This design comes from an exercise in tuning for small area and a short achievable clock period on the open sky130 flow, not from production work.
Where RTL was checked, it was by simulation tests only, not by an equivalence proof against the original.
Power and IR drop assume default switching activity.

## tlc5955_gs_buffer
module tlc5955_gs_buffer #(
    parameter int DaisyChain = 2,
    parameter int AddrWidth  = 7
) (
    input  logic                 clk,
    input  logic                 reset,
    input  logic                 wr_en,
    input  logic [AddrWidth-1:0] wr_addr,
    input  logic [15:0]          wr_data,
    input  logic                 swap,
    output logic                 swap_pending,
    output logic                 front_bank,
    output logic                 spi_transfer,
    input  logic                 spi_busy,
    input  logic                 next_data,
    output logic [15:0]          data_out,
    output logic                 underrun
);
clock: 5.2 ns
lec_check: 0
cap_margin: 20
core_margin: 2
core_utilization: 65
cts_cluster_diameter: 80
cts_cluster_size: 24
place_density: 0.75
setup_slack_margin: 2.8
slew_margin: 20
synth_hierarchical: 1
synth_minimum_keep_size: 0
run.sh (not shown) runs the stock make flow with config.mk's settings and CLKGATE_MAP_FILE= SYNTH_SCRIPT=/design/flow/synth_recipe.tcl, a recipe that flattens the netlist after the stock synthesis.
The baseline finished clean.
Edit:
CORE_UTILIZATION = 75   (was 65)
PLACE_DENSITY = 0.9   (was 0.75)
=>
- The new run ended with an error in 5_1_grt
- synthesized cell count does not change
- area after synthesis is unchanged
No run of this note included a check of the RTL's function; only the layout flow was run.


tlc5955_gs_buffer, a different RTL version from the one above (not shown whole).
For scale: ~5800 cells after synthesis, ~3100 flip-flops, roughly 49 I/O pins.
make LEC_CHECK=0 CAP_MARGIN=20 CORE_MARGIN=2 CORE_UTILIZATION=40 SETUP_SLACK_MARGIN=2.8 SLEW_MARGIN=20 finish   # period 5.2 ns
The starting point completed with no timing, DRC or antenna violations.
Change:
--- a/flow/config.mk
+++ b/flow/config.mk
@@ -11 +11 @@
-export SETUP_SLACK_MARGIN = 2.8
+export SETUP_SLACK_MARGIN = 0.25
Result: Final area went down by 8.1%; wire length went down by 12%; fmax went down by 19%.
Function was not checked in any run of this note: the RTL went through the layout flow alone.


== branch zinc ==
Another version of the RTL of tlc5955_gs_buffer (not shown whole).
For scale: about 49 I/O pins, about 120000 um2 of cells after synthesis.
make LEC_CHECK=0 CAP_MARGIN=20 CORE_MARGIN=2 CORE_UTILIZATION=55 CTS_CLUSTER_DIAMETER=100 CTS_CLUSTER_SIZE=30 SETUP_SLACK_MARGIN=2.9 SLEW_MARGIN=20 SYNTH_HIERARCHICAL=1 SYNTH_MINIMUM_KEEP_SIZE=0 finish   # period 5.2 ns
Input-level comparison between branch juniper and branch zinc:
Settings: CTS_CLUSTER_DIAMETER now 80, was 100; CORE_UTILIZATION now 65, was 55; PLACE_DENSITY now 0.75, previously not set; CTS_CLUSTER_SIZE now 24, was 30.
## What came out
- On largest fanout of any net on the critical path, the lower figure sits with branch zinc, not branch juniper.
- When branch juniper is measured against branch zinc, its clock network fraction of design power turns out 1.7 points higher.
- branch zinc and branch juniper ended up with nearly the same sequential share of layout area.
- Against branch zinc, branch juniper comes in 0.0044 ns higher on minimum hold slack.
- Relative to branch zinc, branch juniper improves global-route wire length before repair.
- Against branch zinc, power in branch juniper came out worse.
- Per the comparison of branch juniper with branch zinc, number of buffers added by the clock tree synthesis step saw an increase, non-clock buffer count saw an increase.


tlc5955_gs_buffer, a different RTL version from the one above (not shown whole).
Size in the first run: about 5200 cells after synthesis, ~110000 um^2 of cells after synthesis.
clock: 5.2 ns
lec_check: 0
cap_margin: 20
core_margin: 2
core_utilization: 55
cts_cluster_diameter: 80
cts_cluster_size: 24
setup_slack_margin: 2.8
slew_margin: 20
synth_hierarchical: 1
synth_minimum_keep_size: 0
The starting point finished clean.
Next try:
CORE_UTILIZATION = 40   (was 55)
=> The new run finished clean; maximum frequency shrinks by 1.5%; clock power hardly moves; global-route usage shrinks by 8.4 points.
Function was not checked in any run of this note: the RTL went through the layout flow alone.


Setup of the previous run:
Another version of the RTL of tlc5955_gs_buffer (not shown whole).
Size in the first run: roughly 3,300 flip-flops, roughly 49 I/O pins, ~0.12 mm^2 of cells after synthesis.
clock: 5.2 ns
lec_check: 0
cap_margin: 20
core_margin: 2
core_utilization: 55
cts_cluster_diameter: 80
cts_cluster_size: 24
setup_slack_margin: 2.75
slew_margin: 20
synth_hierarchical: 1
synth_minimum_keep_size: 0
The following lists how the current run was set up differently from the previous run:
- a change of SETUP_SLACK_MARGIN from 2.75 to 2.9
### Flow results
- The current run completed every stage of the flow, and the final layout passed the timing, DRC and antenna checks.
- | via count of the first global-routing pass | lower: the previous run |
- When the final numbers for the previous run and the current run were put side by side, the worst hold slack turned out to be greater in the previous run.
- The current run: required arrival time at the worst endpoint 1.58 ns below the previous run
- NOTE: utilization in the current run exceeds that of the previous run


tlc5955_gs_buffer, a different RTL version from the one above (not shown whole).
Size in the first run: ~5,200 cells after synthesis, roughly 3,100 flip-flops, ~49 I/O pins.
Design tlc5955_gs_buffer, start of the top module:
module tlc5955_gs_buffer #(
    parameter int DaisyChain = 2,
    parameter int AddrWidth  = 7
) (
    input  logic                 clk,
    input  logic                 reset,
    input  logic                 wr_en,
    input  logic [AddrWidth-1:0] wr_addr,
    input  logic [15:0]          wr_data,
    input  logic                 swap,
    output logic                 swap_pending,
    output logic                 front_bank,
    output logic                 spi_transfer,
    input  logic                 spi_busy,
    input  logic                 next_data,
    output logic [15:0]          data_out,
    output logic                 underrun
);
==> flow/config.mk <==
export PLATFORM = sky130hd
export DESIGN_NAME = tlc5955_gs_buffer
export DESIGN_NICKNAME = tlc5955_gs_buffer
export VERILOG_FILES = /design/flow/design.v
export SDC_FILE = /design/flow/constraint.sdc
export NUM_CORES = 4
export LEC_CHECK = 0
export CAP_MARGIN = 20
export CORE_MARGIN = 2
export CORE_UTILIZATION = 60
export CTS_CLUSTER_DIAMETER = 100
export CTS_CLUSTER_SIZE = 30
export SETUP_SLACK_MARGIN = 2.6
export SLEW_MARGIN = 20
export SYNTH_HIERARCHICAL = 1
export SYNTH_MINIMUM_KEEP_SIZE = 0
==> flow/constraint.sdc <==
create_clock -name core_clock -period 5.2 [get_ports {clk}]
set_input_delay 1.0400 -clock core_clock [delete_from_list [all_inputs] [get_ports {clk}]]
set_output_delay 1.0400 -clock core_clock [all_outputs]
set_load 0.01 [all_outputs]
The baseline ran to the end with no violations.
Rerun with:
CORE_UTILIZATION = 40   (was 60)
What happened: Sequential share of layout area drops by 1.6 points; global-route usage drops by 11 points; cell count climbs by about a fifth; clock-buffer cell count drops by 18; final area climbs by a few percent; setup slack is better by 0.19 ns; total power climbs slightly; clock power barely changes.
Function was not checked in any run of this note: the RTL went through the layout flow alone.

afterwards: timing with drivers on the ports:
The flow's constraints put no driver on any port. The routed layouts listed below were extracted and timed again, unchanged, in two steps.
Step 1 (the two cells are an assumption about what drives the block):
set clk [get_ports {clk}]
set_driving_cell -lib_cell sky130_fd_sc_hd__clkbuf_16 $clk
set_driving_cell -lib_cell sky130_fd_sc_hd__buf_2 [delete_from_list [all_inputs] $clk]
Step 2 times the ports against the registers' clock, not the clock port: input delays grow and output delays shrink by t, the midpoint of the rising clock arrivals with the driver on.
Three values: ideal, step 1, step 2; two values: the first two.
| run | shift t [ns] | slack for setup (ns) | worst hold slack (ns) | worst data-port slew with drivers (ns) | cell pins on the clock port's net |
|---|---|---|---|---|---|
| the first run of note 1 | 0.924 | 2.214 / 2.214 / 1.892 | 0.461 / 0.461 / 0.461 | 0.18 | 1 |
| the first run of note 2 | 1.024 | 2.071 / 2.071 / 1.669 | 0.451 / 0.439 / 0.451 | 0.17 | 1 |
| the second run of note 2 | 1.019 | 1.315 / 1.315 / 0.674 | 0.454 / 0.410 / 0.454 | 0.17 | 1 |
| branch zinc | 0.919 | 2.780 / 2.695 / 1.924 | 0.464 / 0.446 / 0.464 | 0.13 | 1 |
| branch juniper | 0.930 | 2.737 / 2.685 / 1.856 | 0.468 / 0.468 / 0.468 | 0.16 | 1 |
| the first run of note 4 | 0.915 | 2.051 / 2.051 / 1.787 | 0.482 / 0.482 / 0.482 | 0.20 | 1 |
| the second run of note 4 | 0.936 | 2.002 / 2.002 / 1.814 | 0.484 / 0.484 / 0.484 | 0.11 | 1 |
| the previous run | 0.937 | 2.657 / 2.703 / 1.774 | 0.450 / 0.450 / 0.450 | 0.19 | 1 |
| the current run | 0.929 | 2.779 / 2.693 / 1.881 | 0.442 / 0.392 / 0.464 | 0.19 | 1 |
| the first run of note 6 | 0.887 | 1.854 / 1.854 / 1.583 | 0.465 / 0.465 / 0.465 | 0.25 | 1 |
| the second run of note 6 | 0.923 | 2.042 / 2.042 / 1.512 | 0.451 / 0.451 / 0.451 | 0.29 | 1 |
After both steps setup and hold are still met in every run listed. For the current run, which loses most, drivers alone change the setup slack by -0.086 ns; drivers and shift together by -0.898 ns.
